This is an optimization exercise on Yosys and OpenROAD, whose aim is small area, a short achievable clock period and few clock cycles per item, not a production implementation.
No functional check of the RTL was part of any run shown here.
No activity file was given, so power comes from the tool's default toggle rates.

[flow/design.v]
`timescale 1ns/100ps
package cov_pkg;
    typedef enum logic [1:0] {
        OP_CLEAR  = 2'd0,    
        OP_MEAN   = 2'd1,    
        OP_SAMPLE = 2'd2,    
        OP_RSVD   = 2'd3     
    } cov_op_e;
endpackage
`timescale 1ns/100ps
module cov_add
#(
    parameter int W = 8
) (
    input  logic [W-1:0] a,
    input  logic [W-1:0] b,
    input  logic         cin,
    output logic [W-1:0] s
);
    localparam int L = $clog2(W);
    logic [W-1:0] g [L+1];
    logic [W-1:0] p [L+1];
    always_comb begin
        g[0] = a & b;
        p[0] = a ^ b;
        g[0][0] = (a[0] & b[0]) | (p[0][0] & cin);
        for (int l = 0; l < L; l++) begin
            for (int i = 0; i < W; i++) begin
                if (((i >> l) & 1) == 1) begin
                    g[l+1][i] = g[l][i] | (p[l][i] & g[l][((i >> l) << l) - 1]);
                    p[l+1][i] = p[l][i] & p[l][((i >> l) << l) - 1];
                end else begin
                    g[l+1][i] = g[l][i];
                    p[l+1][i] = p[l][i];
                end
            end
        end
        s = p[0] ^ {g[L][W-2:0], cin};
    end
endmodule
module cov_decode
(
    input  logic                  clk,
    input  logic                  arst_n,
    input  logic [33:0]           in_cmd,
    input  logic                  accept,
    output logic                  bad_cmd,
    output logic                  s_valid,    
    output logic                  s_start,    
    output logic                  s_last,     
    output logic signed [16:0]    s_dx,       
    output logic [7:0]            s_neg,      
    output logic [7:0]            s_one,
    output logic [7:0]            s_two,
    output logic                  last_take   
);
    logic [1:0]         op;
    logic [15:0]        x, y;
    logic [15:0]        mean_x;
    logic [2:0]         cnt;        
    logic               take;
    logic [16:0]        dx;
    logic [16:0]        yb;         
    assign op   = in_cmd[33:32];
    assign x    = in_cmd[31:16];
    assign y    = in_cmd[15:0];
    assign take = accept & (op == cov_pkg::OP_SAMPLE);
    assign last_take = take & (cnt == 3'd7);
    assign yb   = {y, 1'b0};
    cov_add #(.W(17)) i_sub (
        .a   ({x[15], x}),
        .b   (~{mean_x[15], mean_x}),
        .cin (1'b1),
        .s   (dx)
    );
    always_ff @(posedge clk or negedge arst_n) begin
        if (!arst_n) begin
            mean_x  <= '0;
            cnt     <= '0;
            bad_cmd <= 1'b0;
            s_valid <= 1'b0;
            s_start <= 1'b0;
        end else begin
            bad_cmd <= accept & (op == cov_pkg::OP_RSVD);
            s_valid <= take;
            s_start <= take & (cnt == 3'd0);
            if (accept & (op == cov_pkg::OP_MEAN)) mean_x <= x;
            if (accept & (op == cov_pkg::OP_CLEAR)) cnt <= '0;
            else if (take) cnt <= cnt + 3'd1;      
        end
    end
    always_ff @(posedge clk) begin
        s_last  <= (cnt == 3'd7);
        s_dx    <= dx;
        for (int j = 0; j < 8; j++) begin
            s_neg[j] <= take & yb[2*j+2];
            s_one[j] <= take & (yb[2*j+1] ^ yb[2*j]);
            s_two[j] <= take & ((yb[2*j+2] & ~yb[2*j+1] & ~yb[2*j]) | (~yb[2*j+2] & yb[2*j+1] & yb[2*j]));
        end
    end
endmodule
`timescale 1ns/100ps
module cov_execute
(
    input  logic                  clk,
    input  logic                  arst_n,
    input  logic                  s_valid,
    input  logic                  s_start,
    input  logic                  s_last,
    input  logic signed [16:0]    s_dx,
    input  logic [7:0]            s_neg,
    input  logic [7:0]            s_one,
    input  logic [7:0]            s_two,
    output logic [34:0]           acc_s,     
    output logic [34:0]           acc_c,
    output logic                  done       
);
    localparam logic [34:0] K8 = 35'h2aab00000;
    logic [34:0] base_s, base_c, rs, rc;
    assign base_s = s_start ? K8 : acc_s;
    assign base_c = s_start ? 35'd0 : acc_c;
    cov_mac i_mac (
        .b_neg (s_neg),
        .b_one (s_one),
        .b_two (s_two),
        .dx    (s_dx),
        .v     (s_valid),
        .a0    (base_s),
        .a1    (base_c),
        .rs    (rs),
        .rc    (rc)
    );
    always_ff @(posedge clk) begin
        acc_s <= rs;
        acc_c <= rc;
    end
    always_ff @(posedge clk or negedge arst_n) begin
        if (!arst_n) done <= 1'b0;
        else         done <= s_valid & s_last;
    end
endmodule
`timescale 1ns/100ps
module cov_mac (
    input  logic [7:0] b_neg, b_one, b_two,
    input  logic [16:0] dx,
    input  logic v,
    input  logic [34:0] a0,
    input  logic [34:0] a1,
    output logic [34:0] rs,
    output logic [34:0] rc
);
    wire pp1 = (b_one[0] & dx[0]) ^ b_neg[0];
    wire pp2 = ((b_one[0] & dx[1]) | (b_two[0] & dx[0])) ^ b_neg[0];
    wire pp3 = ((b_one[0] & dx[2]) | (b_two[0] & dx[1])) ^ b_neg[0];
    wire pp4 = ((b_one[0] & dx[3]) | (b_two[0] & dx[2])) ^ b_neg[0];
    wire pp5 = ((b_one[0] & dx[4]) | (b_two[0] & dx[3])) ^ b_neg[0];
    wire pp6 = ((b_one[0] & dx[5]) | (b_two[0] & dx[4])) ^ b_neg[0];
    wire pp7 = ((b_one[0] & dx[6]) | (b_two[0] & dx[5])) ^ b_neg[0];
    wire pp8 = ((b_one[0] & dx[7]) | (b_two[0] & dx[6])) ^ b_neg[0];
    wire pp9 = ((b_one[0] & dx[8]) | (b_two[0] & dx[7])) ^ b_neg[0];
    wire pp10 = ((b_one[0] & dx[9]) | (b_two[0] & dx[8])) ^ b_neg[0];
    wire pp11 = ((b_one[0] & dx[10]) | (b_two[0] & dx[9])) ^ b_neg[0];
    wire pp12 = ((b_one[0] & dx[11]) | (b_two[0] & dx[10])) ^ b_neg[0];
    wire pp13 = ((b_one[0] & dx[12]) | (b_two[0] & dx[11])) ^ b_neg[0];
    wire pp14 = ((b_one[0] & dx[13]) | (b_two[0] & dx[12])) ^ b_neg[0];
    wire pp15 = ((b_one[0] & dx[14]) | (b_two[0] & dx[13])) ^ b_neg[0];
    wire pp16 = ((b_one[0] & dx[15]) | (b_two[0] & dx[14])) ^ b_neg[0];
    wire pp17 = ((b_one[0] & dx[16]) | (b_two[0] & dx[15])) ^ b_neg[0];
    wire pp18 = ((b_one[0] & dx[16]) | (b_two[0] & dx[16])) ^ b_neg[0];
    wire ps19 = ~pp18 & v;
    wire pp20 = (b_one[1] & dx[0]) ^ b_neg[1];
    wire pp21 = ((b_one[1] & dx[1]) | (b_two[1] & dx[0])) ^ b_neg[1];
    wire pp22 = ((b_one[1] & dx[2]) | (b_two[1] & dx[1])) ^ b_neg[1];
    wire pp23 = ((b_one[1] & dx[3]) | (b_two[1] & dx[2])) ^ b_neg[1];
    wire pp24 = ((b_one[1] & dx[4]) | (b_two[1] & dx[3])) ^ b_neg[1];
    wire pp25 = ((b_one[1] & dx[5]) | (b_two[1] & dx[4])) ^ b_neg[1];
    wire pp26 = ((b_one[1] & dx[6]) | (b_two[1] & dx[5])) ^ b_neg[1];
    wire pp27 = ((b_one[1] & dx[7]) | (b_two[1] & dx[6])) ^ b_neg[1];
    wire pp28 = ((b_one[1] & dx[8]) | (b_two[1] & dx[7])) ^ b_neg[1];
    wire pp29 = ((b_one[1] & dx[9]) | (b_two[1] & dx[8])) ^ b_neg[1];
    wire pp30 = ((b_one[1] & dx[10]) | (b_two[1] & dx[9])) ^ b_neg[1];
    wire pp31 = ((b_one[1] & dx[11]) | (b_two[1] & dx[10])) ^ b_neg[1];
    wire pp32 = ((b_one[1] & dx[12]) | (b_two[1] & dx[11])) ^ b_neg[1];
    wire pp33 = ((b_one[1] & dx[13]) | (b_two[1] & dx[12])) ^ b_neg[1];
    wire pp34 = ((b_one[1] & dx[14]) | (b_two[1] & dx[13])) ^ b_neg[1];
    wire pp35 = ((b_one[1] & dx[15]) | (b_two[1] & dx[14])) ^ b_neg[1];
    wire pp36 = ((b_one[1] & dx[16]) | (b_two[1] & dx[15])) ^ b_neg[1];
    wire pp37 = ((b_one[1] & dx[16]) | (b_two[1] & dx[16])) ^ b_neg[1];
    wire ps38 = ~pp37 & v;
    wire pp39 = (b_one[2] & dx[0]) ^ b_neg[2];
    wire pp40 = ((b_one[2] & dx[1]) | (b_two[2] & dx[0])) ^ b_neg[2];
    wire pp41 = ((b_one[2] & dx[2]) | (b_two[2] & dx[1])) ^ b_neg[2];
    wire pp42 = ((b_one[2] & dx[3]) | (b_two[2] & dx[2])) ^ b_neg[2];
    wire pp43 = ((b_one[2] & dx[4]) | (b_two[2] & dx[3])) ^ b_neg[2];
    wire pp44 = ((b_one[2] & dx[5]) | (b_two[2] & dx[4])) ^ b_neg[2];
    wire pp45 = ((b_one[2] & dx[6]) | (b_two[2] & dx[5])) ^ b_neg[2];
    wire pp46 = ((b_one[2] & dx[7]) | (b_two[2] & dx[6])) ^ b_neg[2];
    wire pp47 = ((b_one[2] & dx[8]) | (b_two[2] & dx[7])) ^ b_neg[2];
    wire pp48 = ((b_one[2] & dx[9]) | (b_two[2] & dx[8])) ^ b_neg[2];
    wire pp49 = ((b_one[2] & dx[10]) | (b_two[2] & dx[9])) ^ b_neg[2];
    wire pp50 = ((b_one[2] & dx[11]) | (b_two[2] & dx[10])) ^ b_neg[2];
    wire pp51 = ((b_one[2] & dx[12]) | (b_two[2] & dx[11])) ^ b_neg[2];
    wire pp52 = ((b_one[2] & dx[13]) | (b_two[2] & dx[12])) ^ b_neg[2];
    wire pp53 = ((b_one[2] & dx[14]) | (b_two[2] & dx[13])) ^ b_neg[2];
    wire pp54 = ((b_one[2] & dx[15]) | (b_two[2] & dx[14])) ^ b_neg[2];
    wire pp55 = ((b_one[2] & dx[16]) | (b_two[2] & dx[15])) ^ b_neg[2];
    wire pp56 = ((b_one[2] & dx[16]) | (b_two[2] & dx[16])) ^ b_neg[2];
    wire ps57 = ~pp56 & v;
    wire pp58 = (b_one[3] & dx[0]) ^ b_neg[3];
    wire pp59 = ((b_one[3] & dx[1]) | (b_two[3] & dx[0])) ^ b_neg[3];
    wire pp60 = ((b_one[3] & dx[2]) | (b_two[3] & dx[1])) ^ b_neg[3];
    wire pp61 = ((b_one[3] & dx[3]) | (b_two[3] & dx[2])) ^ b_neg[3];
    wire pp62 = ((b_one[3] & dx[4]) | (b_two[3] & dx[3])) ^ b_neg[3];
    wire pp63 = ((b_one[3] & dx[5]) | (b_two[3] & dx[4])) ^ b_neg[3];
    wire pp64 = ((b_one[3] & dx[6]) | (b_two[3] & dx[5])) ^ b_neg[3];
    wire pp65 = ((b_one[3] & dx[7]) | (b_two[3] & dx[6])) ^ b_neg[3];
    wire pp66 = ((b_one[3] & dx[8]) | (b_two[3] & dx[7])) ^ b_neg[3];
    wire pp67 = ((b_one[3] & dx[9]) | (b_two[3] & dx[8])) ^ b_neg[3];
    wire pp68 = ((b_one[3] & dx[10]) | (b_two[3] & dx[9])) ^ b_neg[3];
    wire pp69 = ((b_one[3] & dx[11]) | (b_two[3] & dx[10])) ^ b_neg[3];
    wire pp70 = ((b_one[3] & dx[12]) | (b_two[3] & dx[11])) ^ b_neg[3];
    wire pp71 = ((b_one[3] & dx[13]) | (b_two[3] & dx[12])) ^ b_neg[3];
    wire pp72 = ((b_one[3] & dx[14]) | (b_two[3] & dx[13])) ^ b_neg[3];
    wire pp73 = ((b_one[3] & dx[15]) | (b_two[3] & dx[14])) ^ b_neg[3];
    wire pp74 = ((b_one[3] & dx[16]) | (b_two[3] & dx[15])) ^ b_neg[3];
    wire pp75 = ((b_one[3] & dx[16]) | (b_two[3] & dx[16])) ^ b_neg[3];
    wire ps76 = ~pp75 & v;
    wire pp77 = (b_one[4] & dx[0]) ^ b_neg[4];
    wire pp78 = ((b_one[4] & dx[1]) | (b_two[4] & dx[0])) ^ b_neg[4];
    wire pp79 = ((b_one[4] & dx[2]) | (b_two[4] & dx[1])) ^ b_neg[4];
    wire pp80 = ((b_one[4] & dx[3]) | (b_two[4] & dx[2])) ^ b_neg[4];
    wire pp81 = ((b_one[4] & dx[4]) | (b_two[4] & dx[3])) ^ b_neg[4];
    wire pp82 = ((b_one[4] & dx[5]) | (b_two[4] & dx[4])) ^ b_neg[4];
    wire pp83 = ((b_one[4] & dx[6]) | (b_two[4] & dx[5])) ^ b_neg[4];
    wire pp84 = ((b_one[4] & dx[7]) | (b_two[4] & dx[6])) ^ b_neg[4];
    wire pp85 = ((b_one[4] & dx[8]) | (b_two[4] & dx[7])) ^ b_neg[4];
    wire pp86 = ((b_one[4] & dx[9]) | (b_two[4] & dx[8])) ^ b_neg[4];
    wire pp87 = ((b_one[4] & dx[10]) | (b_two[4] & dx[9])) ^ b_neg[4];
    wire pp88 = ((b_one[4] & dx[11]) | (b_two[4] & dx[10])) ^ b_neg[4];
    wire pp89 = ((b_one[4] & dx[12]) | (b_two[4] & dx[11])) ^ b_neg[4];
    wire pp90 = ((b_one[4] & dx[13]) | (b_two[4] & dx[12])) ^ b_neg[4];
    wire pp91 = ((b_one[4] & dx[14]) | (b_two[4] & dx[13])) ^ b_neg[4];
    wire pp92 = ((b_one[4] & dx[15]) | (b_two[4] & dx[14])) ^ b_neg[4];
    wire pp93 = ((b_one[4] & dx[16]) | (b_two[4] & dx[15])) ^ b_neg[4];
    wire pp94 = ((b_one[4] & dx[16]) | (b_two[4] & dx[16])) ^ b_neg[4];
    wire ps95 = ~pp94 & v;
    wire pp96 = (b_one[5] & dx[0]) ^ b_neg[5];
    wire pp97 = ((b_one[5] & dx[1]) | (b_two[5] & dx[0])) ^ b_neg[5];
    wire pp98 = ((b_one[5] & dx[2]) | (b_two[5] & dx[1])) ^ b_neg[5];
    wire pp99 = ((b_one[5] & dx[3]) | (b_two[5] & dx[2])) ^ b_neg[5];
    wire pp100 = ((b_one[5] & dx[4]) | (b_two[5] & dx[3])) ^ b_neg[5];
    wire pp101 = ((b_one[5] & dx[5]) | (b_two[5] & dx[4])) ^ b_neg[5];
    wire pp102 = ((b_one[5] & dx[6]) | (b_two[5] & dx[5])) ^ b_neg[5];
    wire pp103 = ((b_one[5] & dx[7]) | (b_two[5] & dx[6])) ^ b_neg[5];
    wire pp104 = ((b_one[5] & dx[8]) | (b_two[5] & dx[7])) ^ b_neg[5];
    wire pp105 = ((b_one[5] & dx[9]) | (b_two[5] & dx[8])) ^ b_neg[5];
    wire pp106 = ((b_one[5] & dx[10]) | (b_two[5] & dx[9])) ^ b_neg[5];
    wire pp107 = ((b_one[5] & dx[11]) | (b_two[5] & dx[10])) ^ b_neg[5];
    wire pp108 = ((b_one[5] & dx[12]) | (b_two[5] & dx[11])) ^ b_neg[5];
    wire pp109 = ((b_one[5] & dx[13]) | (b_two[5] & dx[12])) ^ b_neg[5];
    wire pp110 = ((b_one[5] & dx[14]) | (b_two[5] & dx[13])) ^ b_neg[5];
    wire pp111 = ((b_one[5] & dx[15]) | (b_two[5] & dx[14])) ^ b_neg[5];
    wire pp112 = ((b_one[5] & dx[16]) | (b_two[5] & dx[15])) ^ b_neg[5];
    wire pp113 = ((b_one[5] & dx[16]) | (b_two[5] & dx[16])) ^ b_neg[5];
    wire ps114 = ~pp113 & v;
    wire pp115 = (b_one[6] & dx[0]) ^ b_neg[6];
    wire pp116 = ((b_one[6] & dx[1]) | (b_two[6] & dx[0])) ^ b_neg[6];
    wire pp117 = ((b_one[6] & dx[2]) | (b_two[6] & dx[1])) ^ b_neg[6];
    wire pp118 = ((b_one[6] & dx[3]) | (b_two[6] & dx[2])) ^ b_neg[6];
    wire pp119 = ((b_one[6] & dx[4]) | (b_two[6] & dx[3])) ^ b_neg[6];
    wire pp120 = ((b_one[6] & dx[5]) | (b_two[6] & dx[4])) ^ b_neg[6];
    wire pp121 = ((b_one[6] & dx[6]) | (b_two[6] & dx[5])) ^ b_neg[6];
    wire pp122 = ((b_one[6] & dx[7]) | (b_two[6] & dx[6])) ^ b_neg[6];
    wire pp123 = ((b_one[6] & dx[8]) | (b_two[6] & dx[7])) ^ b_neg[6];
    wire pp124 = ((b_one[6] & dx[9]) | (b_two[6] & dx[8])) ^ b_neg[6];
    wire pp125 = ((b_one[6] & dx[10]) | (b_two[6] & dx[9])) ^ b_neg[6];
    wire pp126 = ((b_one[6] & dx[11]) | (b_two[6] & dx[10])) ^ b_neg[6];
    wire pp127 = ((b_one[6] & dx[12]) | (b_two[6] & dx[11])) ^ b_neg[6];
    wire pp128 = ((b_one[6] & dx[13]) | (b_two[6] & dx[12])) ^ b_neg[6];
    wire pp129 = ((b_one[6] & dx[14]) | (b_two[6] & dx[13])) ^ b_neg[6];
    wire pp130 = ((b_one[6] & dx[15]) | (b_two[6] & dx[14])) ^ b_neg[6];
    wire pp131 = ((b_one[6] & dx[16]) | (b_two[6] & dx[15])) ^ b_neg[6];
    wire pp132 = ((b_one[6] & dx[16]) | (b_two[6] & dx[16])) ^ b_neg[6];
    wire ps133 = ~pp132 & v;
    wire pp134 = (b_one[7] & dx[0]) ^ b_neg[7];
    wire pp135 = ((b_one[7] & dx[1]) | (b_two[7] & dx[0])) ^ b_neg[7];
    wire pp136 = ((b_one[7] & dx[2]) | (b_two[7] & dx[1])) ^ b_neg[7];
    wire pp137 = ((b_one[7] & dx[3]) | (b_two[7] & dx[2])) ^ b_neg[7];
    wire pp138 = ((b_one[7] & dx[4]) | (b_two[7] & dx[3])) ^ b_neg[7];
    wire pp139 = ((b_one[7] & dx[5]) | (b_two[7] & dx[4])) ^ b_neg[7];
    wire pp140 = ((b_one[7] & dx[6]) | (b_two[7] & dx[5])) ^ b_neg[7];
    wire pp141 = ((b_one[7] & dx[7]) | (b_two[7] & dx[6])) ^ b_neg[7];
    wire pp142 = ((b_one[7] & dx[8]) | (b_two[7] & dx[7])) ^ b_neg[7];
    wire pp143 = ((b_one[7] & dx[9]) | (b_two[7] & dx[8])) ^ b_neg[7];
    wire pp144 = ((b_one[7] & dx[10]) | (b_two[7] & dx[9])) ^ b_neg[7];
    wire pp145 = ((b_one[7] & dx[11]) | (b_two[7] & dx[10])) ^ b_neg[7];
    wire pp146 = ((b_one[7] & dx[12]) | (b_two[7] & dx[11])) ^ b_neg[7];
    wire pp147 = ((b_one[7] & dx[13]) | (b_two[7] & dx[12])) ^ b_neg[7];
    wire pp148 = ((b_one[7] & dx[14]) | (b_two[7] & dx[13])) ^ b_neg[7];
    wire pp149 = ((b_one[7] & dx[15]) | (b_two[7] & dx[14])) ^ b_neg[7];
    wire pp150 = ((b_one[7] & dx[16]) | (b_two[7] & dx[15])) ^ b_neg[7];
    wire pp151 = ((b_one[7] & dx[16]) | (b_two[7] & dx[16])) ^ b_neg[7];
    wire ps152 = ~pp151 & v;
    wire s153, c154;
    cov_ha u_s153 (.a(b_neg[6]), .b(a0[12]), .s(s153), .co(c154));
    wire s155, c156;
    cov_ha u_s155 (.a(a0[13]), .b(a1[13]), .s(s155), .co(c156));
    wire s157, c158;
    cov_fa u_s157 (.a(b_neg[7]), .b(a0[14]), .c(a1[14]), .s(s157), .co(c158));
    wire s159, c160;
    cov_ha u_s159 (.a(pp15), .b(pp32), .s(s159), .co(c160));
    wire s161, c162;
    cov_fa u_s161 (.a(a0[15]), .b(a1[15]), .c(pp16), .s(s161), .co(c162));
    wire s163, c164;
    cov_ha u_s163 (.a(pp33), .b(pp50), .s(s163), .co(c164));
    wire s165, c166;
    cov_fa u_s165 (.a(a0[16]), .b(a1[16]), .c(pp17), .s(s165), .co(c166));
    wire s167, c168;
    cov_ha u_s167 (.a(pp34), .b(pp51), .s(s167), .co(c168));
    wire s169, c170;
    cov_fa u_s169 (.a(a0[17]), .b(a1[17]), .c(pp35), .s(s169), .co(c170));
    wire s171, c172;
    cov_ha u_s171 (.a(pp52), .b(pp69), .s(s171), .co(c172));
    wire s173, c174;
    cov_fa u_s173 (.a(a0[18]), .b(a1[18]), .c(pp36), .s(s173), .co(c174));
    wire s175, c176;
    cov_ha u_s175 (.a(a0[19]), .b(a1[19]), .s(s175), .co(c176));
    wire s177, c178;
    cov_ha u_s177 (.a(b_neg[3]), .b(a0[6]), .s(s177), .co(c178));
    wire s179, c180;
    cov_ha u_s179 (.a(a0[7]), .b(a1[7]), .s(s179), .co(c180));
    wire s181, c182;
    cov_fa u_s181 (.a(b_neg[4]), .b(a0[8]), .c(a1[8]), .s(s181), .co(c182));
    wire s183, c184;
    cov_ha u_s183 (.a(pp9), .b(pp26), .s(s183), .co(c184));
    wire s185, c186;
    cov_fa u_s185 (.a(a0[9]), .b(a1[9]), .c(pp10), .s(s185), .co(c186));
    wire s187, c188;
    cov_ha u_s187 (.a(pp27), .b(pp44), .s(s187), .co(c188));
    wire s189, c190;
    cov_fa u_s189 (.a(b_neg[5]), .b(a0[10]), .c(a1[10]), .s(s189), .co(c190));
    wire s191, c192;
    cov_fa u_s191 (.a(pp11), .b(pp28), .c(pp45), .s(s191), .co(c192));
    wire s193, c194;
    cov_ha u_s193 (.a(pp62), .b(pp79), .s(s193), .co(c194));
    wire s195, c196;
    cov_fa u_s195 (.a(a0[11]), .b(a1[11]), .c(pp12), .s(s195), .co(c196));
    wire s197, c198;
    cov_fa u_s197 (.a(pp29), .b(pp46), .c(pp63), .s(s197), .co(c198));
    wire s199, c200;
    cov_ha u_s199 (.a(pp80), .b(pp97), .s(s199), .co(c200));
    wire s201, c202;
    cov_fa u_s201 (.a(a1[12]), .b(pp13), .c(pp30), .s(s201), .co(c202));
    wire s203, c204;
    cov_fa u_s203 (.a(pp47), .b(pp64), .c(pp81), .s(s203), .co(c204));
    wire s205, c206;
    cov_fa u_s205 (.a(pp98), .b(pp115), .c(s153), .s(s205), .co(c206));
    wire s207, c208;
    cov_fa u_s207 (.a(c154), .b(pp14), .c(pp31), .s(s207), .co(c208));
    wire s209, c210;
    cov_fa u_s209 (.a(pp48), .b(pp65), .c(pp82), .s(s209), .co(c210));
    wire s211, c212;
    cov_fa u_s211 (.a(pp99), .b(pp116), .c(s155), .s(s211), .co(c212));
    wire s213, c214;
    cov_fa u_s213 (.a(c156), .b(pp49), .c(pp66), .s(s213), .co(c214));
    wire s215, c216;
    cov_fa u_s215 (.a(pp83), .b(pp100), .c(pp117), .s(s215), .co(c216));
    wire s217, c218;
    cov_fa u_s217 (.a(pp134), .b(s157), .c(s159), .s(s217), .co(c218));
    wire s219, c220;
    cov_fa u_s219 (.a(pp67), .b(pp84), .c(pp101), .s(s219), .co(c220));
    wire s221, c222;
    cov_fa u_s221 (.a(pp118), .b(pp135), .c(c158), .s(s221), .co(c222));
    wire s223, c224;
    cov_fa u_s223 (.a(c160), .b(s163), .c(s161), .s(s223), .co(c224));
    wire s225, c226;
    cov_fa u_s225 (.a(pp68), .b(pp85), .c(pp102), .s(s225), .co(c226));
    wire s227, c228;
    cov_fa u_s227 (.a(pp119), .b(pp136), .c(c164), .s(s227), .co(c228));
    wire s229, c230;
    cov_fa u_s229 (.a(s167), .b(c162), .c(s165), .s(s229), .co(c230));
    wire s231, c232;
    cov_fa u_s231 (.a(pp86), .b(pp103), .c(pp120), .s(s231), .co(c232));
    wire s233, c234;
    cov_fa u_s233 (.a(pp137), .b(ps19), .c(c168), .s(s233), .co(c234));
    wire s235, c236;
    cov_fa u_s235 (.a(s171), .b(c166), .c(s169), .s(s235), .co(c236));
    wire s237, c238;
    cov_fa u_s237 (.a(pp53), .b(pp70), .c(pp87), .s(s237), .co(c238));
    wire s239, c240;
    cov_fa u_s239 (.a(pp104), .b(pp121), .c(pp138), .s(s239), .co(c240));
    wire s241, c242;
    cov_fa u_s241 (.a(c172), .b(c170), .c(s173), .s(s241), .co(c242));
    wire s243, c244;
    cov_fa u_s243 (.a(pp54), .b(pp71), .c(pp88), .s(s243), .co(c244));
    wire s245, c246;
    cov_fa u_s245 (.a(pp105), .b(pp122), .c(pp139), .s(s245), .co(c246));
    wire s247, c248;
    cov_fa u_s247 (.a(s175), .b(ps38), .c(c174), .s(s247), .co(c248));
    wire s249, c250;
    cov_fa u_s249 (.a(a0[20]), .b(a1[20]), .c(c176), .s(s249), .co(c250));
    wire s251, c252;
    cov_fa u_s251 (.a(pp55), .b(pp72), .c(pp89), .s(s251), .co(c252));
    wire s253, c254;
    cov_fa u_s253 (.a(pp106), .b(pp123), .c(pp140), .s(s253), .co(c254));
    wire s255, c256;
    cov_fa u_s255 (.a(a0[21]), .b(a1[21]), .c(pp73), .s(s255), .co(c256));
    wire s257, c258;
    cov_fa u_s257 (.a(pp90), .b(pp107), .c(pp124), .s(s257), .co(c258));
    wire s259, c260;
    cov_ha u_s259 (.a(pp141), .b(ps57), .s(s259), .co(c260));
    wire s261, c262;
    cov_fa u_s261 (.a(a0[22]), .b(a1[22]), .c(pp74), .s(s261), .co(c262));
    wire s263, c264;
    cov_fa u_s263 (.a(pp91), .b(pp108), .c(pp125), .s(s263), .co(c264));
    wire s265, c266;
    cov_fa u_s265 (.a(a0[23]), .b(a1[23]), .c(pp92), .s(s265), .co(c266));
    wire s267, c268;
    cov_ha u_s267 (.a(pp109), .b(pp126), .s(s267), .co(c268));
    wire s269, c270;
    cov_fa u_s269 (.a(a0[24]), .b(a1[24]), .c(pp93), .s(s269), .co(c270));
    wire s271, c272;
    cov_ha u_s271 (.a(a0[25]), .b(a1[25]), .s(s271), .co(c272));
    wire s273, c274;
    cov_ha u_s273 (.a(b_neg[1]), .b(a0[2]), .s(s273), .co(c274));
    wire s275, c276;
    cov_ha u_s275 (.a(a0[3]), .b(a1[3]), .s(s275), .co(c276));
    wire s277, c278;
    cov_fa u_s277 (.a(b_neg[2]), .b(a0[4]), .c(a1[4]), .s(s277), .co(c278));
    wire s279, c280;
    cov_ha u_s279 (.a(pp5), .b(pp22), .s(s279), .co(c280));
    wire s281, c282;
    cov_fa u_s281 (.a(a0[5]), .b(a1[5]), .c(pp6), .s(s281), .co(c282));
    wire s283, c284;
    cov_ha u_s283 (.a(pp23), .b(pp40), .s(s283), .co(c284));
    wire s285, c286;
    cov_fa u_s285 (.a(a1[6]), .b(pp7), .c(pp24), .s(s285), .co(c286));
    wire s287, c288;
    cov_fa u_s287 (.a(pp41), .b(pp58), .c(s177), .s(s287), .co(c288));
    wire s289, c290;
    cov_fa u_s289 (.a(c178), .b(pp8), .c(pp25), .s(s289), .co(c290));
    wire s291, c292;
    cov_fa u_s291 (.a(pp42), .b(pp59), .c(s179), .s(s291), .co(c292));
    wire s293, c294;
    cov_fa u_s293 (.a(c180), .b(pp43), .c(pp60), .s(s293), .co(c294));
    wire s295, c296;
    cov_fa u_s295 (.a(pp77), .b(s181), .c(s183), .s(s295), .co(c296));
    wire s297, c298;
    cov_fa u_s297 (.a(pp61), .b(pp78), .c(c182), .s(s297), .co(c298));
    wire s299, c300;
    cov_fa u_s299 (.a(c184), .b(s187), .c(s185), .s(s299), .co(c300));
    wire s301, c302;
    cov_fa u_s301 (.a(pp96), .b(c188), .c(s189), .s(s301), .co(c302));
    wire s303, c304;
    cov_fa u_s303 (.a(s193), .b(c186), .c(s191), .s(s303), .co(c304));
    wire s305, c306;
    cov_fa u_s305 (.a(c190), .b(c194), .c(s199), .s(s305), .co(c306));
    wire s307, c308;
    cov_fa u_s307 (.a(c192), .b(s195), .c(s197), .s(s307), .co(c308));
    wire s309, c310;
    cov_fa u_s309 (.a(c200), .b(c196), .c(c198), .s(s309), .co(c310));
    wire s311, c312;
    cov_fa u_s311 (.a(s201), .b(s203), .c(s205), .s(s311), .co(c312));
    wire s313, c314;
    cov_fa u_s313 (.a(c202), .b(c204), .c(c206), .s(s313), .co(c314));
    wire s315, c316;
    cov_fa u_s315 (.a(s207), .b(s209), .c(s211), .s(s315), .co(c316));
    wire s317, c318;
    cov_fa u_s317 (.a(c208), .b(c210), .c(c212), .s(s317), .co(c318));
    wire s319, c320;
    cov_fa u_s319 (.a(s213), .b(s215), .c(s217), .s(s319), .co(c320));
    wire s321, c322;
    cov_fa u_s321 (.a(c214), .b(c216), .c(s219), .s(s321), .co(c322));
    wire s323, c324;
    cov_fa u_s323 (.a(s221), .b(c218), .c(s223), .s(s323), .co(c324));
    wire s325, c326;
    cov_fa u_s325 (.a(c220), .b(s225), .c(c222), .s(s325), .co(c326));
    wire s327, c328;
    cov_fa u_s327 (.a(s227), .b(c224), .c(s229), .s(s327), .co(c328));
    wire s329, c330;
    cov_fa u_s329 (.a(c226), .b(s231), .c(c228), .s(s329), .co(c330));
    wire s331, c332;
    cov_fa u_s331 (.a(s233), .b(c230), .c(s235), .s(s331), .co(c332));
    wire s333, c334;
    cov_fa u_s333 (.a(c232), .b(s237), .c(s239), .s(s333), .co(c334));
    wire s335, c336;
    cov_fa u_s335 (.a(c234), .b(c236), .c(s241), .s(s335), .co(c336));
    wire s337, c338;
    cov_fa u_s337 (.a(c238), .b(c240), .c(s243), .s(s337), .co(c338));
    wire s339, c340;
    cov_fa u_s339 (.a(s245), .b(s247), .c(c242), .s(s339), .co(c340));
    wire s341, c342;
    cov_fa u_s341 (.a(c244), .b(c246), .c(s249), .s(s341), .co(c342));
    wire s343, c344;
    cov_fa u_s343 (.a(s251), .b(s253), .c(c248), .s(s343), .co(c344));
    wire s345, c346;
    cov_fa u_s345 (.a(c250), .b(s259), .c(c252), .s(s345), .co(c346));
    wire s347, c348;
    cov_fa u_s347 (.a(c254), .b(s255), .c(s257), .s(s347), .co(c348));
    wire s349, c350;
    cov_fa u_s349 (.a(pp142), .b(c260), .c(c256), .s(s349), .co(c350));
    wire s351, c352;
    cov_fa u_s351 (.a(c258), .b(s261), .c(s263), .s(s351), .co(c352));
    wire s353, c354;
    cov_fa u_s353 (.a(pp143), .b(ps76), .c(s267), .s(s353), .co(c354));
    wire s355, c356;
    cov_fa u_s355 (.a(c262), .b(c264), .c(s265), .s(s355), .co(c356));
    wire s357, c358;
    cov_fa u_s357 (.a(pp110), .b(pp127), .c(pp144), .s(s357), .co(c358));
    wire s359, c360;
    cov_fa u_s359 (.a(c268), .b(c266), .c(s269), .s(s359), .co(c360));
    wire s361, c362;
    cov_fa u_s361 (.a(pp111), .b(pp128), .c(pp145), .s(s361), .co(c362));
    wire s363, c364;
    cov_fa u_s363 (.a(s271), .b(ps95), .c(c270), .s(s363), .co(c364));
    wire s365, c366;
    cov_fa u_s365 (.a(a0[26]), .b(a1[26]), .c(c272), .s(s365), .co(c366));
    wire s367, c368;
    cov_fa u_s367 (.a(pp112), .b(pp129), .c(pp146), .s(s367), .co(c368));
    wire s369, c370;
    cov_fa u_s369 (.a(a0[27]), .b(a1[27]), .c(pp130), .s(s369), .co(c370));
    wire s371, c372;
    cov_ha u_s371 (.a(pp147), .b(ps114), .s(s371), .co(c372));
    wire s373, c374;
    cov_fa u_s373 (.a(a0[28]), .b(a1[28]), .c(pp131), .s(s373), .co(c374));
    wire s375, c376;
    cov_ha u_s375 (.a(a0[29]), .b(a1[29]), .s(s375), .co(c376));
    wire s377, c378;
    cov_ha u_s377 (.a(b_neg[0]), .b(a0[0]), .s(s377), .co(c378));
    wire s379, c380;
    cov_ha u_s379 (.a(a0[1]), .b(a1[1]), .s(s379), .co(c380));
    wire s381, c382;
    cov_fa u_s381 (.a(a1[2]), .b(pp3), .c(pp20), .s(s381), .co(c382));
    wire s383, c384;
    cov_fa u_s383 (.a(c274), .b(pp4), .c(pp21), .s(s383), .co(c384));
    wire s385, c386;
    cov_fa u_s385 (.a(c276), .b(pp39), .c(s277), .s(s385), .co(c386));
    wire s387, c388;
    cov_fa u_s387 (.a(c278), .b(c280), .c(s283), .s(s387), .co(c388));
    wire s389, c390;
    cov_fa u_s389 (.a(c284), .b(c282), .c(s285), .s(s389), .co(c390));
    wire s391, c392;
    cov_fa u_s391 (.a(c286), .b(c288), .c(s289), .s(s391), .co(c392));
    wire s393, c394;
    cov_fa u_s393 (.a(c290), .b(c292), .c(s293), .s(s393), .co(c394));
    wire s395, c396;
    cov_fa u_s395 (.a(c294), .b(s297), .c(c296), .s(s395), .co(c396));
    wire s397, c398;
    cov_fa u_s397 (.a(c298), .b(s301), .c(c300), .s(s397), .co(c398));
    wire s399, c400;
    cov_fa u_s399 (.a(c302), .b(s305), .c(c304), .s(s399), .co(c400));
    wire s401, c402;
    cov_fa u_s401 (.a(c306), .b(s309), .c(c308), .s(s401), .co(c402));
    wire s403, c404;
    cov_fa u_s403 (.a(c310), .b(s313), .c(c312), .s(s403), .co(c404));
    wire s405, c406;
    cov_fa u_s405 (.a(c314), .b(s317), .c(c316), .s(s405), .co(c406));
    wire s407, c408;
    cov_fa u_s407 (.a(c318), .b(s321), .c(c320), .s(s407), .co(c408));
    wire s409, c410;
    cov_fa u_s409 (.a(c322), .b(s325), .c(c324), .s(s409), .co(c410));
    wire s411, c412;
    cov_fa u_s411 (.a(c326), .b(s329), .c(c328), .s(s411), .co(c412));
    wire s413, c414;
    cov_fa u_s413 (.a(c330), .b(s333), .c(c332), .s(s413), .co(c414));
    wire s415, c416;
    cov_fa u_s415 (.a(c334), .b(s337), .c(s339), .s(s415), .co(c416));
    wire s417, c418;
    cov_fa u_s417 (.a(c338), .b(s341), .c(s343), .s(s417), .co(c418));
    wire s419, c420;
    cov_fa u_s419 (.a(c342), .b(s345), .c(s347), .s(s419), .co(c420));
    wire s421, c422;
    cov_fa u_s421 (.a(c346), .b(s349), .c(c348), .s(s421), .co(c422));
    wire s423, c424;
    cov_fa u_s423 (.a(s353), .b(c350), .c(c352), .s(s423), .co(c424));
    wire s425, c426;
    cov_fa u_s425 (.a(s357), .b(c354), .c(c356), .s(s425), .co(c426));
    wire s427, c428;
    cov_fa u_s427 (.a(c358), .b(s361), .c(s363), .s(s427), .co(c428));
    wire s429, c430;
    cov_fa u_s429 (.a(c362), .b(s365), .c(s367), .s(s429), .co(c430));
    wire s431, c432;
    cov_fa u_s431 (.a(c366), .b(s371), .c(c368), .s(s431), .co(c432));
    wire s433, c434;
    cov_fa u_s433 (.a(pp148), .b(c372), .c(c370), .s(s433), .co(c434));
    wire s435, c436;
    cov_fa u_s435 (.a(pp149), .b(s375), .c(ps133), .s(s435), .co(c436));
    wire s437, c438;
    cov_fa u_s437 (.a(a0[30]), .b(a1[30]), .c(c376), .s(s437), .co(c438));
    wire s439, c440;
    cov_ha u_s439 (.a(a0[31]), .b(a1[31]), .s(s439), .co(c440));
    wire s441, c442;
    cov_ha u_s441 (.a(a1[0]), .b(pp1), .s(s441), .co(c442));
    wire s443, c444;
    cov_fa u_s443 (.a(c378), .b(pp2), .c(s379), .s(s443), .co(c444));
    wire s445, c446;
    cov_fa u_s445 (.a(c380), .b(s273), .c(s381), .s(s445), .co(c446));
    wire s447, c448;
    cov_fa u_s447 (.a(s275), .b(c382), .c(s383), .s(s447), .co(c448));
    wire s449, c450;
    cov_fa u_s449 (.a(s279), .b(c384), .c(s385), .s(s449), .co(c450));
    wire s451, c452;
    cov_fa u_s451 (.a(s281), .b(c386), .c(s387), .s(s451), .co(c452));
    wire s453, c454;
    cov_fa u_s453 (.a(s287), .b(c388), .c(s389), .s(s453), .co(c454));
    wire s455, c456;
    cov_fa u_s455 (.a(s291), .b(c390), .c(s391), .s(s455), .co(c456));
    wire s457, c458;
    cov_fa u_s457 (.a(s295), .b(c392), .c(s393), .s(s457), .co(c458));
    wire s459, c460;
    cov_fa u_s459 (.a(c394), .b(s299), .c(s395), .s(s459), .co(c460));
    wire s461, c462;
    cov_fa u_s461 (.a(s303), .b(c396), .c(s397), .s(s461), .co(c462));
    wire s463, c464;
    cov_fa u_s463 (.a(s307), .b(c398), .c(s399), .s(s463), .co(c464));
    wire s465, c466;
    cov_fa u_s465 (.a(s311), .b(c400), .c(s401), .s(s465), .co(c466));
    wire s467, c468;
    cov_fa u_s467 (.a(s315), .b(c402), .c(s403), .s(s467), .co(c468));
    wire s469, c470;
    cov_fa u_s469 (.a(s319), .b(c404), .c(s405), .s(s469), .co(c470));
    wire s471, c472;
    cov_fa u_s471 (.a(c406), .b(s323), .c(s407), .s(s471), .co(c472));
    wire s473, c474;
    cov_fa u_s473 (.a(s327), .b(c408), .c(s409), .s(s473), .co(c474));
    wire s475, c476;
    cov_fa u_s475 (.a(s331), .b(c410), .c(s411), .s(s475), .co(c476));
    wire s477, c478;
    cov_fa u_s477 (.a(s335), .b(c412), .c(s413), .s(s477), .co(c478));
    wire s479, c480;
    cov_fa u_s479 (.a(c336), .b(c414), .c(s415), .s(s479), .co(c480));
    wire s481, c482;
    cov_fa u_s481 (.a(c340), .b(s417), .c(c416), .s(s481), .co(c482));
    wire s483, c484;
    cov_fa u_s483 (.a(c344), .b(s419), .c(c418), .s(s483), .co(c484));
    wire s485, c486;
    cov_fa u_s485 (.a(s351), .b(s421), .c(c420), .s(s485), .co(c486));
    wire s487, c488;
    cov_fa u_s487 (.a(s355), .b(c422), .c(s423), .s(s487), .co(c488));
    wire s489, c490;
    cov_fa u_s489 (.a(s359), .b(c424), .c(s425), .s(s489), .co(c490));
    wire s491, c492;
    cov_fa u_s491 (.a(c360), .b(c426), .c(s427), .s(s491), .co(c492));
    wire s493, c494;
    cov_fa u_s493 (.a(c364), .b(s429), .c(c428), .s(s493), .co(c494));
    wire s495, c496;
    cov_fa u_s495 (.a(s369), .b(s431), .c(c430), .s(s495), .co(c496));
    wire s497, c498;
    cov_fa u_s497 (.a(s373), .b(c432), .c(s433), .s(s497), .co(c498));
    wire s499, c500;
    cov_fa u_s499 (.a(c374), .b(s435), .c(c434), .s(s499), .co(c500));
    wire s501, c502;
    cov_fa u_s501 (.a(pp150), .b(s437), .c(c436), .s(s501), .co(c502));
    wire s503, c504;
    cov_fa u_s503 (.a(s439), .b(ps152), .c(c438), .s(s503), .co(c504));
    wire s505, c506;
    cov_fa u_s505 (.a(a0[32]), .b(a1[32]), .c(c440), .s(s505), .co(c506));
    wire s507, c508;
    cov_ha u_s507 (.a(a0[33]), .b(a1[33]), .s(s507), .co(c508));
    wire s509, c510;
    cov_ha u_s509 (.a(a0[34]), .b(a1[34]), .s(s509), .co(c510));
    assign rs = {s509, s507, s505, s503, s501, s499, s497, s495, s493, s491, s489, s487, s485, s483, s481, s479, s477, s475, s473, s471, s469, s467, s465, s463, s461, s459, s457, s455, s453, s451, s449, s447, s445, s443, s377};
    assign rc = {c508, c506, c504, c502, c500, c498, c496, c494, c492, c490, c488, c486, c484, c482, c480, c478, c476, c474, c472, c470, c468, c466, c464, c462, c460, c458, c456, c454, c452, c450, c448, c446, c444, c442, s441};
endmodule
module cov_fa (input logic a, input logic b, input logic c, output logic s, output logic co);
    assign s  = a ^ b ^ c;
    assign co = (a & b) | (a & c) | (b & c);
endmodule
module cov_ha (input logic a, input logic b, output logic s, output logic co);
    assign s  = a ^ b;
    assign co = a & b;
endmodule
`timescale 1ns/100ps
module cov_result
(
    input  logic                  clk,
    input  logic                  arst_n,
    input  logic [34:0]           acc_s,     
    input  logic [34:0]           acc_c,
    input  logic                  done,      
    input  logic                  fill,      
    output logic [32:0]           cov,
    output logic                  out_valid,
    input  logic                  out_ready,
    output logic                  hold       
);
    localparam int KD    = 3;               
    localparam int STEPS = 12 / KD;
    typedef enum logic [1:0] {
        S_IDLE = 2'd0,
        S_DIV  = 2'd1,
        S_INC  = 2'd2,
        S_OUT  = 2'd3
    } div_state_e;
    function automatic logic [5:0] dstep(input logic [2:0] r, input logic [2:0] d);
        logic [2:0] q, n;
        q[2] = (r[2]) | (r[1] & r[0] & d[2]);
        q[1] = (r[1] & ~r[0]) | (r[1] & ~d[2]) | (r[2] & r[0] & d[1]) | (r[2] & r[0] & d[2]) | (~r[1] & r[0] & d[2] & d[1]);
        q[0] = (~r[2] & r[0] & ~d[2]) | (r[2] & ~r[0] & d[2]) | (r[0] & ~d[2] & ~d[1]) | (r[2] & r[1] & d[1]) | (r[1] & ~r[0] & d[2] & d[1]) | (~r[2] & ~r[1] & r[0] & ~d[1]) | (r[2] & r[1] & d[0]) | (r[2] & ~r[0] & d[1] & d[0]) | (~r[0] & d[2] & d[1] & d[0]) | (r[1] & ~r[0] & d[2] & d[0]);
        n[2] = (~r[2] & ~r[1] & d[2] & ~d[1]) | (~r[2] & r[1] & ~d[2] & d[1]) | (r[2] & ~r[1] & ~d[2] & ~d[1]) | (r[2] & d[2] & d[1] & d[0]) | (r[2] & r[0] & d[2] & d[1]) | (r[2] & ~d[2] & ~d[1] & ~d[0]) | (r[2] & r[1] & d[2] & d[1]) | (r[2] & r[1] & d[2] & d[0]) | (r[1] & r[0] & ~d[2] & d[0]) | (~r[2] & ~r[0] & d[2] & ~d[1] & ~d[0]) | (~r[2] & r[0] & ~d[2] & d[1] & d[0]) | (~r[2] & ~r[1] & ~r[0] & d[2] & ~d[0]) | (r[2] & ~r[1] & ~r[0] & ~d[2] & ~d[0]);
        n[1] = (r[1] & ~r[0] & ~d[1] & ~d[0]) | (~r[1] & ~r[0] & d[1] & ~d[0]) | (~r[1] & r[0] & ~d[1] & d[0]) | (r[1] & d[2] & d[1] & d[0]) | (r[2] & r[0] & d[2] & ~d[1]) | (r[2] & r[1] & d[1] & d[0]) | (r[1] & r[0] & d[2] & d[1]) | (r[1] & ~d[2] & ~d[1] & ~d[0]) | (r[1] & r[0] & d[1] & d[0]) | (~r[2] & ~r[1] & ~r[0] & ~d[2] & d[1]) | (~r[2] & r[1] & ~r[0] & ~d[2] & ~d[1]) | (r[2] & ~r[1] & d[2] & ~d[1] & d[0]) | (~r[2] & ~r[1] & ~d[2] & d[1] & ~d[0]);
        n[0] = (~r[2] & ~r[0] & ~d[2] & d[0]) | (~r[2] & r[0] & ~d[2] & ~d[0]) | (r[2] & ~r[0] & d[2] & ~d[0]) | (r[0] & d[2] & d[1] & d[0]) | (r[2] & r[0] & d[1] & d[0]) | (r[0] & ~d[2] & ~d[1] & ~d[0]) | (r[2] & r[1] & d[1] & ~d[0]) | (r[2] & r[0] & d[2] & d[0]) | (r[1] & r[0] & d[2] & d[0]) | (~r[2] & ~r[1] & r[0] & ~d[1] & ~d[0]) | (~r[2] & ~r[1] & ~r[0] & ~d[1] & d[0]) | (r[1] & ~r[0] & d[2] & d[1] & ~d[0]) | (~r[1] & ~r[0] & ~d[2] & ~d[1] & d[0]);
        dstep = {q, n};
    endfunction
    div_state_e       state, state_next;
    logic [1:0]       step;
    logic [35:0]      w;          
    logic [2:0]       r;          
    logic             neg;        
    logic [3*KD-1:0]  qd;         
    logic [2:0]       rq;         
    logic [34:0]      sum;
    logic [32:0]      w_inc;
    logic             pend;       
    logic             load;
    logic             pend_next;
    logic             up;         
    cov_add #(.W(35)) i_cpa (.a(acc_s), .b(acc_c), .cin(1'b0), .s(sum));
    always_comb begin
        logic [2:0] rr;
        rr = r;
        for (int j = 0; j < KD; j++) begin
            {qd[3*KD-1-3*j -: 3], rr} = dstep(rr, w[35-3*j -: 3]);
        end
        rq = rr;
    end
    always_comb begin
        logic [8:0] ga;       
        logic       pre;      
        logic       in;       
        for (int g = 0; g < 9; g++) ga[g] = &w[4*g +: 4];
        for (int i = 0; i < 33; i++) begin
            pre = 1'b1;
            for (int g = 0; g < i / 4; g++) pre = pre & ga[g];
            in = 1'b1;
            for (int k = 4 * (i / 4); k < i; k++) in = in & w[k];
            w_inc[i] = w[i] ^ (pre & in);
        end
    end
    assign up        = neg & (rq != 3'd0);
    assign load      = (pend | done) & (state == S_IDLE);
    assign pend_next = (pend | done) & ~load;
    always_comb begin
        state_next = state;
        unique case (state)
            S_DIV:   if (step == 2'(STEPS - 1)) state_next = up ? S_INC : S_OUT;
            S_INC:   state_next = S_OUT;
            S_OUT:   if (out_ready) state_next = S_IDLE;
            default: state_next = S_IDLE;
        endcase
        if (load) state_next = S_DIV;
    end
    always_ff @(posedge clk or negedge arst_n) begin
        if (!arst_n) begin
            state     <= S_IDLE;
            step      <= '0;
            pend      <= 1'b0;
            out_valid <= 1'b0;
            hold      <= 1'b0;
        end else begin
            state     <= state_next;
            step      <= (state == S_DIV) ? step + 2'd1 : 2'd0;
            pend      <= pend_next;
            out_valid <= (state_next == S_OUT);
            hold      <= (state_next != S_IDLE) & (pend_next | fill);
        end
    end
    always_ff @(posedge clk) begin
        unique case (state)
            S_IDLE: begin
                w   <= {sum[34], sum};
                r   <= sum[34] ? 3'd6 : 3'd0;
                neg <= sum[34];
            end
            S_DIV: begin
                w   <= {w[35-3*KD:0], qd};
                r   <= rq;
            end
            S_INC:   w[32:0] <= w_inc;
            default: ;
        endcase
    end
    assign cov = w[32:0];
endmodule
`timescale 1ns/100ps
module cov_top
#(
    parameter int NUM_SAMPLES = 8
) (
    input  logic        clk,
    input  logic        arst_n,
    input  logic [33:0] in_cmd,      
    input  logic        in_valid,
    output logic        in_ready,
    output logic [63:0] out_res,     
    output logic        out_valid,
    input  logic        out_ready,
    output logic        bad_cmd      
);
    logic               accept;
    logic               hold;
    logic               s_valid, s_start, s_last;
    logic signed [16:0] s_dx;
    logic [7:0]         s_neg, s_one, s_two;
    logic               last_take;
    logic [34:0]        acc_s, acc_c;
    logic               done;
    logic [32:0]        cov;
    logic               fill;
    assign in_ready = ~hold;
    assign accept   = in_valid & ~hold;
    assign fill     = last_take | (s_valid & s_last);
    cov_decode i_decode (
        .clk       (clk),
        .arst_n    (arst_n),
        .in_cmd    (in_cmd),
        .accept    (accept),
        .bad_cmd   (bad_cmd),
        .s_valid   (s_valid),
        .s_start   (s_start),
        .s_last    (s_last),
        .s_dx      (s_dx),
        .s_neg     (s_neg),
        .s_one     (s_one),
        .s_two     (s_two),
        .last_take (last_take)
    );
    cov_execute i_execute (
        .clk     (clk),
        .arst_n  (arst_n),
        .s_valid (s_valid),
        .s_start (s_start),
        .s_last  (s_last),
        .s_dx    (s_dx),
        .s_neg   (s_neg),
        .s_one   (s_one),
        .s_two   (s_two),
        .acc_s   (acc_s),
        .acc_c   (acc_c),
        .done    (done)
    );
    cov_result i_result (
        .clk       (clk),
        .arst_n    (arst_n),
        .acc_s     (acc_s),
        .acc_c     (acc_c),
        .done      (done),
        .fill      (fill),
        .cov       (cov),
        .out_valid (out_valid),
        .out_ready (out_ready),
        .hold      (hold)
    );
    assign out_res = {{15{cov[32]}}, cov, 16'(NUM_SAMPLES)};
endmodule
[flow/run.sh]
#!/bin/bash
# synth_recipe.tcl (not shown) runs the flow's synth.tcl, then flattens the netlist and writes it again
# the make line also repeats each setting of config.mk as NAME=value (left out here)
make -C /OpenROAD-flow-scripts/flow DESIGN_CONFIG=/design/flow/config.mk WORK_HOME=/design/flow/orfs CLKGATE_MAP_FILE= SYNTH_SCRIPT=/design/flow/synth_recipe.tcl finish
[flow/config.mk]
export PLATFORM = sky130hd
export DESIGN_NAME = cov_top
export DESIGN_NICKNAME = cov_top
export VERILOG_FILES = /design/flow/design.v
export SDC_FILE = /design/flow/constraint.sdc
export NUM_CORES = 4
export LEC_CHECK = 0
export CAP_MARGIN = 20
export CORE_MARGIN = 2
export CORE_UTILIZATION = 40
export SETUP_SLACK_MARGIN = 4.5
export SLEW_MARGIN = 20
export SYNTH_HIERARCHICAL = 1
[flow/constraint.sdc]
create_clock -name core_clock -period 8.0 [get_ports {clk}]
set_input_delay 1.6000 -clock core_clock [delete_from_list [all_inputs] [get_ports {clk}]]
set_output_delay 1.6000 -clock core_clock [all_outputs]
set_load 0.01 [all_outputs]
==> results of run 1 <==
-- state kept, by name, summed over array words and instances, names as in the netlist --
| register | cells |
|---|---|
| i_result.hold | 1 |
| i_decode.s_last | 1 |
| i_result.state | 2 |
| i_execute.acc_c | 35 |
| i_decode.s_neg | 8 |
| i_result.step | 2 |
| i_decode.s_valid | 1 |
| i_decode.s_one | 8 |
| i_decode.bad_cmd | 1 |
| i_decode.cnt | 3 |
| i_decode.s_dx | 17 |
| i_result.r | 3 |
| i_result.pend | 1 |
| i_execute.done | 1 |
| i_result.out_valid | 1 |
| i_decode.s_start | 1 |
| i_decode.mean_x | 16 |
| i_result.neg | 1 |
| i_result.w | 36 |
| i_execute.acc_s | 35 |
| i_decode.s_two | 8 |
-- critical path, stage by stage (launching register included) --
cell	delay (ns)
edfxtp_1	0.43
buf_4	0.18
o21a_1	0.19
nand3b_1	0.35
a31o_2	0.37
nand3_1	0.12
maj3_2	0.25
o211ai_4	0.12
buf_4	0.19
a2bb2o_4	0.22
a221o_1	0.39
o211ai_1	0.20
a221oi_4	0.12
a311o_1	0.36
-- area by class of cell --
class | count | area (um^2)
sequential | 182 | 4240
timing repair buffer | 156 | 1400
tap | 600 | 751
clock buffer | 21 | 460
clock inverter | 11 | 91.3
fill | 4271 | 25900
inverter | 61 | 233
multi-input combinational | 1238 | 12100
-- kinds of logic (layout without fill, tap and decap cells) --
group / after synthesis / count (layout) / share of synthesized area (%)
muxes: 30 / 30 / 1.98
DFF: 182 / 182 / 23.0
buffers and inverters: 321 / 249 / 13.0
AOI/OAI and AO/OA: 378 / 378 / 17.3
adders and majority gates: 259 / 259 / 24.5
and+or+nand+nor: 352 / 352 / 10.4
other: 4 / 18 / 0.0824
xor gates and xnor gates: 201 / 201 / 9.67
-- per-layer routing --
metal,track usage (%),share of wire [%]
met1,25.9,46
met2,29.9,46
met3,2.66,5.6
met4,5.53,2.3
met5,0,0
-- power by group --
part,internal (mW),total (mW),switching (mW)
Clock,0.421,0.815,0.394
Combinational,1.89,3.98,2.09
Sequential,1.38,2.01,0.629
-- Yosys cell counts (27+ instances only) --
| library cell | count | share of area (%) |
|---|---|---|
| ha_1 | 93 | 6.4 |
| a22oi_2 | 86 | 5.9 |
| nor2_1 | 90 | 1.9 |
| edfxtp_1 | 40 | 6.6 |
| fa_1 | 163 | 18 |
| dfxtp_1 | 112 | 12 |
| dfrtp_1 | 30 | 4.1 |
| a22oi_1 | 70 | 2.9 |
| nand2_1 | 58 | 1.2 |
| inv_1 | 60 | 1.2 |
| a21oi_1 | 78 | 2.1 |
| buf_6 | 57 | 3.5 |
| buf_4 | 158 | 6.5 |
| xnor2_1 | 174 | 8.4 |
| xor2_1 | 27 | 1.3 |
| o21ai_0 | 30 | 0.82 |
| nor2b_1 | 74 | 2.5 |
-- stage by stage --
step           instance area, um^2  util, %  setup slack (ns)
2_1_floorplan                18300        -              4.50
3_3_place_gp                 17900     39.6              3.78
3_5_place_dp                 17900     39.6              3.76
4_1_cts                      18800     41.6              4.42
5_1_grt                      19200     42.6              4.29
6_report                     19200     42.6              4.39
-- per-module statistics from Yosys, one instance, submodules excluded, excerpt --
module	cells	copies in the design	cell area (um^2)	flops+latches
cov_decode	164	1	2150	64
cov_ha	1	28	12.5	0
cov_execute	149	1	1910	71
cov_fa	1	151	20.0	0
cov_result	479	1	4170	47
cov_top	36	1	258	0
cov_mac	456	1	4290	0
-- worst paths after layout --
path	from	end	slack (ns)	cells after the start
setup / recovery	i_result.w[35]$_DFFE_PP_	i_result.state[0]$_DFF_PN0_	4.39	13
hold / removal	i_result.step[0]$_DFF_PN0_	i_result.step[0]$_DFF_PN0_	0.43	1
setup reg to reg	i_result.w[35]$_DFFE_PP_	i_result.state[0]$_DFF_PN0_	4.39	13
hold reg to reg	i_result.step[0]$_DFF_PN0_	i_result.step[0]$_DFF_PN0_	0.43	1
max in group asynchronous	arst_n	i_decode.s_start$_DFF_PN0_	6.22	1
min in group asynchronous	arst_n	i_decode.mean_x[8]$_DFFE_PN0P_	1.23	1
-- repair_timing --
action | in CTS | in global routing
resized for setup | 39 | 74
gates cloned | 0 | 0
hold buffers | 0 | 0
setup buffers | 37 | 14
endpoints found under the setup margin | 52 | 36
pin swaps | 20 | 35
endpoints found under the hold margin | 0 | 0
==> key figures, run 1 <==
Logic synthesis
  • Post-synth EDFFs: 40
  • Syn_area_per_cell: 10.5 um^2
  • Distinct cells, synth: 100
  • Dominant synthesized flop cell: dfxtp_1
  • Synth Cell Area: 18,200 um^2
  • Ys Warns: 15
  • Synth Register Bits: 182
  • Seq/Total Area, Yosys: 23.0%
  • Fraction of registers with async set/reset: 16.5%
  • Synthesized instance count: approximately 1.7k

Power and ir drop
  • Pwr Density: roughly 350 nW/um^2
  • Peak supply drop: 0.000219 V
  • Total power: approximately 7 mW
  • P_leak: between 7 and 8 nW

Critical path
  • Setup CP Type: reg2reg
  • Worst EP arrival: 3.95 ns
  • CP Data Required Time: 8.33 ns
  • Startpoint Class: flip-flop
  • Setup crit end kind: flip-flop
  • Worst-path maximum fanout: 5

Die
  • Die height: 217 um
  • Starting Density: 40.3%
  • Io pins: 105
  • Die ar.: 47,300 um^2
  • Die width: 217 um
  • Number of placement rows: 78
  • Core area: roughly 45,000 um^2

GRT
  • First-pass GRT wire length: ~69,000 um
  • Vias in the first global route: 12.4k
  • Gr ovfl total: 0
  • Initial antenna violation count: 0
  • GRT Util Overall: between 15 and 20%
  • Largest net degree at the start of global routing: a little over 70

Clock network
  • Root buffer cell: clkbuf_16
  • CTS clock-pin slew for the worst setup and hold paths: 0.07 ns
  • Clock Tree Buf Depth: 2
  • CTS sink cnt: 182
  • H-tree depth: 4
  • CTS buffer count: 17
  • Clk latency of the worst-skew pair: 0.45 ns
  • CTS tree: yes

Timing
  • Actual slew at the worst max-slew pin: 0.889 ns
  • RSZ-0062 raised after global routing: true
  • Final Hold Violating Endpoints: 0
  • Worst hold slack: 0.430 ns
  • Setup TNS: 0 ns
  • Clock skew: roughly 0.014 ns
  • Final period util: 45.2%
  • Crit path time final: 3.62 ns
  • Setup violations, final: 0
  • Slew HR: 40.6%
  • Maximum clock frequency: 277 MHz
  • Max-slew violation count: 0

Placed design
  • Post-DP HPWL: 30,900 um
  • Placed cells: 2,186
  • GP Congestion: 0.860
  • Port buffer count: a little under 90

Detailed routing
  • Antenna viol nets, final: 0
  • Drt pass-1 iters: 5
  • Per-cell routed wire length: 19.0 um
  • DR iter-0 viols: around 830
  • Via count: 12.1k
  • Vias per inst: 5.35
  • Final Routed Wirelength: between 40,000 and 50,000 um
  • Residual DRC: 0

Outcome
  • Outcome: timing/DRC/antenna clean

Finish
  • Fraction of layout cells with a size suffix above 1: 19.5%
  • Final non-filler cell total: 2,269
  • Commonest cells after routing, fill and taps aside: xnor2_1 (173), fa_1 (158), ha_1 (92)
  • Antenna diodes: 0
  • Nets: 1,950
  • Area grow syn2layout: 5.69%
  • Most common cell after layout, fill and taps aside: xnor2_1

Hold path
  • Hold Path Class: reg2reg

Flow run
  • Max Cap Violations: 0
==> run 2, diff against run 1 <==
--- a/flow/config.mk
+++ b/flow/config.mk
@@ -6,4 +6,5 @@
 export NUM_CORES = 4
 export LEC_CHECK = 0
+export ABC_AREA = 1
 export CAP_MARGIN = 20
 export CORE_MARGIN = 2
==> run 2 against run 1 <==
  * Worst setup slack better by 0.23 ns
  * Clock-buffer cell count down 1
  * Cell count up 33%
  * Sequential share of layout area down 0.62 points
  * Utilization down 1.2 points
  * Maximum frequency up 6.8%
  * Global-route usage up 0.45 points
  * Largest power group unchanged
  * Highest routed layer unchanged
==> key figures, run 2 <==
Outcome
  • Outcome: timing/DRC/antenna clean

Finish
  • Fin util: 41.4% (-1.2 points)
  • Top flop regs: i_result.w: 36 flops, i_execute.acc_c: 35 flops, i_execute.acc_s: 35 flops
  • Fraction of layout cells with a size suffix above 1: 8.02% (-11 points)
  • Commonest cells after routing, fill and taps aside: nand2_1 (761), inv_1 (278), nor2_1 (192)
  • Antenna diodes: 0 (unchanged)
  • Area grow syn2layout: 2.56%
  • Most common cell after layout, fill and taps aside: nand2_1
  • Fill cells: 4,811 (+13%)
  • Nets: 2,676 (+37%)
  • Max FFs per register: 36 (unchanged)
  • Largest reg by FF count: i_result.w

Placed design
  • Post-DP HPWL: 34,400 um (+11%)
  • Port buffer count: 88 (unchanged)
  • GP Congestion: 0.851 (-1.1%)

Detailed routing
  • DR iter-0 viols: 1,037 (+25%)
  • Drt pass-1 iters: 5 (unchanged)
  • Residual DRC: 0 (unchanged)
  • Via count: 14.5k (+19%)
  • Final Routed Wirelength: 46,000 um (+6.5%)
  • Antenna viol nets, final: 0 (unchanged)
  • Per-cell routed wire length: 15.3 um (-20%)
  • Vias per inst: 4.82 (-10%)

Critical path
  • Setup crit end kind: flip-flop
  • CP peak stage delay: 0.61 ns (+0.18 ns)
  • Reg2Reg Setup Slack: 4.62 ns (+0.23 ns)
  • CP endpoint: i_execute.acc_s[16]$_DFF_P_
  • CP cell instances: nand2_1 -> nand2_1 -> xor2_1 -> fa_1 -> fa_1 -> fa_1 -> fa_1 -> fa_1
  • Top cell by count, worst path: fa_1
  • Worst-path maximum fanout: 17 (+12)
  • Worst R2R Start: i_decode.s_one[0]$_DFF_P_
  • CP startpoint: i_decode.s_one[0]$_DFF_P_
  • Reg2Reg Depth: 8 (-5)
  • Crit-path slowest cell: dfxtp_2
  • Startpoint Class: flip-flop
  • Worst EP arrival: 3.72 ns (-0.23 ns)
  • FF-to-FF End: i_execute.acc_s[16]$_DFF_P_
  • Setup CP Type: reg2reg
  • CP Data Required Time: 8.33 ns (about the same)

Die
  • Starting Density: 40.4% (+0.054 points)
  • Number of placement rows: 80 (+2.6%)
  • Die height: 223 um (+2.7%)
  • Die width: 223 um (+2.7%)
  • Io pins: 105 (unchanged)
  • Die ar.: 49,800 um^2 (+5.5%)
  • Core area: 47,600 um^2 (+5.4%)

Logic synthesis
  • Most common cell in the netlist: nand2_1
  • Syn_area_per_cell: 7.72 um^2 (-27%)
  • Synth Register Bits: 182 (unchanged)
  • Leading cell types by total area after synthesis: fa_1 (17%), nand2_1 (15%), dfxtp_1 (12%)
  • Most frequent cells after synthesis: nand2_1 (761), inv_1 (278), nor2_1 (193)
  • Post-synth EDFFs: 40 (unchanged)
  • Seq/Total Area, Yosys: 21.8% (-1.2 points)
  • Ys Warns: 15 (unchanged)
  • Leading area contributor after synthesis: fa_1
  • Fraction of registers with async set/reset: 16.5% (unchanged)
  • Synthesized instance count: 2,492 (+44%)
  • Distinct cells, synth: 51 (-49%)
  • Post-synth top area share: 17.0% (-0.95 points)
  • Synth Cell Area: 19,200 um^2 (+5.6%)
  • Dominant synthesized flop cell: dfxtp_1

Timing
  • Final Hold Violating Endpoints: 0 (unchanged)
  • Final period util: 42.3% (-2.9 points)
  • Setup TNS: 0 ns (unchanged)
  • Crit path time final: 3.38 ns (-0.230 ns)
  • Max-slew violation count: 0 (unchanged)
  • Slew HR: 31.6% (-9.0 points)
  • Maximum clock frequency: 295 MHz (+6.8%)
  • Actual slew at the worst max-slew pin: 1.03 ns (+0.136 ns)
  • Setup violations, final: 0 (unchanged)
  • Clock skew: 0.0134 ns (-0.000545 ns)
  • RSZ-0062 raised after global routing: true

Clock network
  • Clock Tree Buf Depth: 2 (unchanged)
  • CTS sink cnt: 182 (unchanged)
  • Clk latency of the worst-skew pair: 0.46 ns (about the same)
  • CTS tree: yes
  • CTS buffer count: 17 (unchanged)
  • CTS clock-pin slew for the worst setup and hold paths: 0.07 ns (about the same)
  • Hold-fix buffers at CTS: 0 (unchanged)
  • H-tree depth: 4 (unchanged)
  • Root buffer cell: clkbuf_16

GRT
  • GRT Util Overall: 19.0% (+0.45 points)
  • Initial antenna violation count: 1 (+1)
  • First-pass GRT wire length: 75,700 um (+9.4%)
  • Largest net degree at the start of global routing: 64 (-9.9%)
  • Vias in the first global route: 14.5k (+17%)
  • Gr ovfl total: 0 (unchanged)

Power and ir drop
  • Peak supply drop: 0.000167 V (-23%)
  • P_int: 3.55 mW (-3.7%)
  • Switch Pwr: 3.51 mW (+13%)
  • Combinational Power Share: 60.7% (+2.2 points)
  • Pwr Density: 358 nW/um^2 (+1.4%)
  • Switch share: 49.7% (+4.0 points)
  • Sequential Power Share: 26.9% (-2.7 points)
  • Total power: 7.07 mW (+3.9%)
  • P_leak: 10.9 nW (+41%)
  • Part of the power in the clock network: 12.5% (+0.5 points)

Flow run
  • Max Cap Violations: 0 (unchanged)

Hold path
  • Hold Path Class: reg2reg
  • Hold Crit Start: i_result.step[0]$_DFF_PN0_
==> run 2: logic make-up after synthesis <==
group	synth area share [%]
other cells	0.0781
fa+ha+maj	23.0
flops	21.8
xor+xnor	7.74
buf+inv	16.6
simple gates	25.2
compound gates	5.58
==> run 2: how the worst min path moves through the flow <==
stage	to	slack (ns)	cells after the start
3_5_place_dp	i_result.step[0]$_DFF_PN0_	0.43	1
4_1_cts	i_result.step[0]$_DFF_PN0_	0.45	1
6_report	i_result.step[0]$_DFF_PN0_	0.45	1
3_3_place_gp	i_result.step[0]$_DFF_PN0_	0.42	1
2_1_floorplan	i_execute.done$_DFF_PN0_	0.40	2
5_1_grt	i_result.step[0]$_DFF_PN0_	0.46	1
==> run 2: power by group through the flow <==
stage / logic, mW / clock network, mW / registers [mW]
2_1_floorplan: 4.12 / 0 / 1.56
3_3_place_gp: 4.07 / 0 / 1.93
4_1_cts: 4.22 / 0.904 / 1.89
5_1_grt: 4.92 / 0.945 / 1.94
6_report: 4.29 / 0.883 / 1.90
3_5_place_dp: 4.16 / 0 / 1.93
==> run 2: critical path, delay by kind of cell, from the launching register on <==
family                     cells  cell delay, ns
DFF                            1            0.61
and+or+nand+nor                2            0.18
adders and majority gates      5            2.28
xor gates and xnor gates       1            0.18
==> run 2: layout make-up <==
class	instances	area, um^2	area share (%)
Sequential cell	182	4220	21.4
Multi-Input combinational cell	1770	11900	60.5
Inverter	297	1110	5.65
Clock inverter	12	129	0.653
Timing Repair Buffer	114	1080	5.46
Tap cell	615	769	3.90
Clock buffer	20	478	2.42
==> run 2: layer usage <==
| layer | GRT usage, % | vias to the layer above | share of wire, % |
|---|---|---|---|
| met4 | 5.87 | 0 | 2.4 |
| li1 | - | 7200 | - |
| met2 | 30.8 | 471 | 45 |
| met3 | 3.19 | 63 | 6.0 |
| met1 | 26.0 | 6773 | 46 |
| met5 | 0 | - | 0 |
==> run 2: repair_timing <==
| action | 4_1_cts | 5_1_grt |
|---|---|---|
| buffers inserted | 2 | 12 |
| endpoints found under the hold margin | 0 | 0 |
| endpoints found under the setup margin | 29 | 21 |
| resized for setup | 9 | 17 |
| pin swaps | 0 | 3 |
==> run 2: modules after synthesis (local to each module, per instance), a selection <==
module	cells	times used	flip-flops and latches	cell area, um^2
cov_ha	1	28	0	12.5
cov_result	667	1	47	4580
cov_top	39	1	0	265
cov_mac	721	1	0	4140
cov_execute	221	1	71	2040
cov_decode	241	1	64	2330
cov_fa	1	151	0	20.0
==> run 2: through the flow <==
stage	hold slack (ns)	area, um^2	std cells	setup slack (ns)
finish	0.447	19700	3010	4.62
global route	0.463	19700	3010	4.49
CTS	0.455	19600	2998	4.50
detailed placement	0.426	19000	2964	4.03
global placement	0.419	18900	2964	4.02
floorplan	0.401	19300	2506	4.70

what the ideal ports hide:
How much do the figures lean on ideal ports? The routed layouts below were timed once more, with nothing changed but the port constraints. Step 1 sets driving cells, clkbuf_16 on the clock port and buf_2 on the other inputs (assumed; they add their load-dependent delay and slew). Step 2 moves the port delays by t, midway between the first and last clock arrival at a register: inputs arrive t later, outputs are due t later. That takes back most of the time a late clock gives input paths. Slacks: ideal ports / drivers / drivers and shift; pairs: ideal ports / drivers.
| run | shift t [ns] | setup slack, ns | worst data-port slew with drivers (ns) |
|---|---|---|---|
| run 1 | 0.497 | 4.385 / 4.385 / 4.143 | 0.04 |
| run 2 | 0.506 | 4.615 / 4.590 / 4.144 | 0.06 |
After both steps setup and hold are still met in every run listed. The setup slack of run 2, which loses most, moves by -0.025 ns with the drivers and by -0.471 ns with both steps.
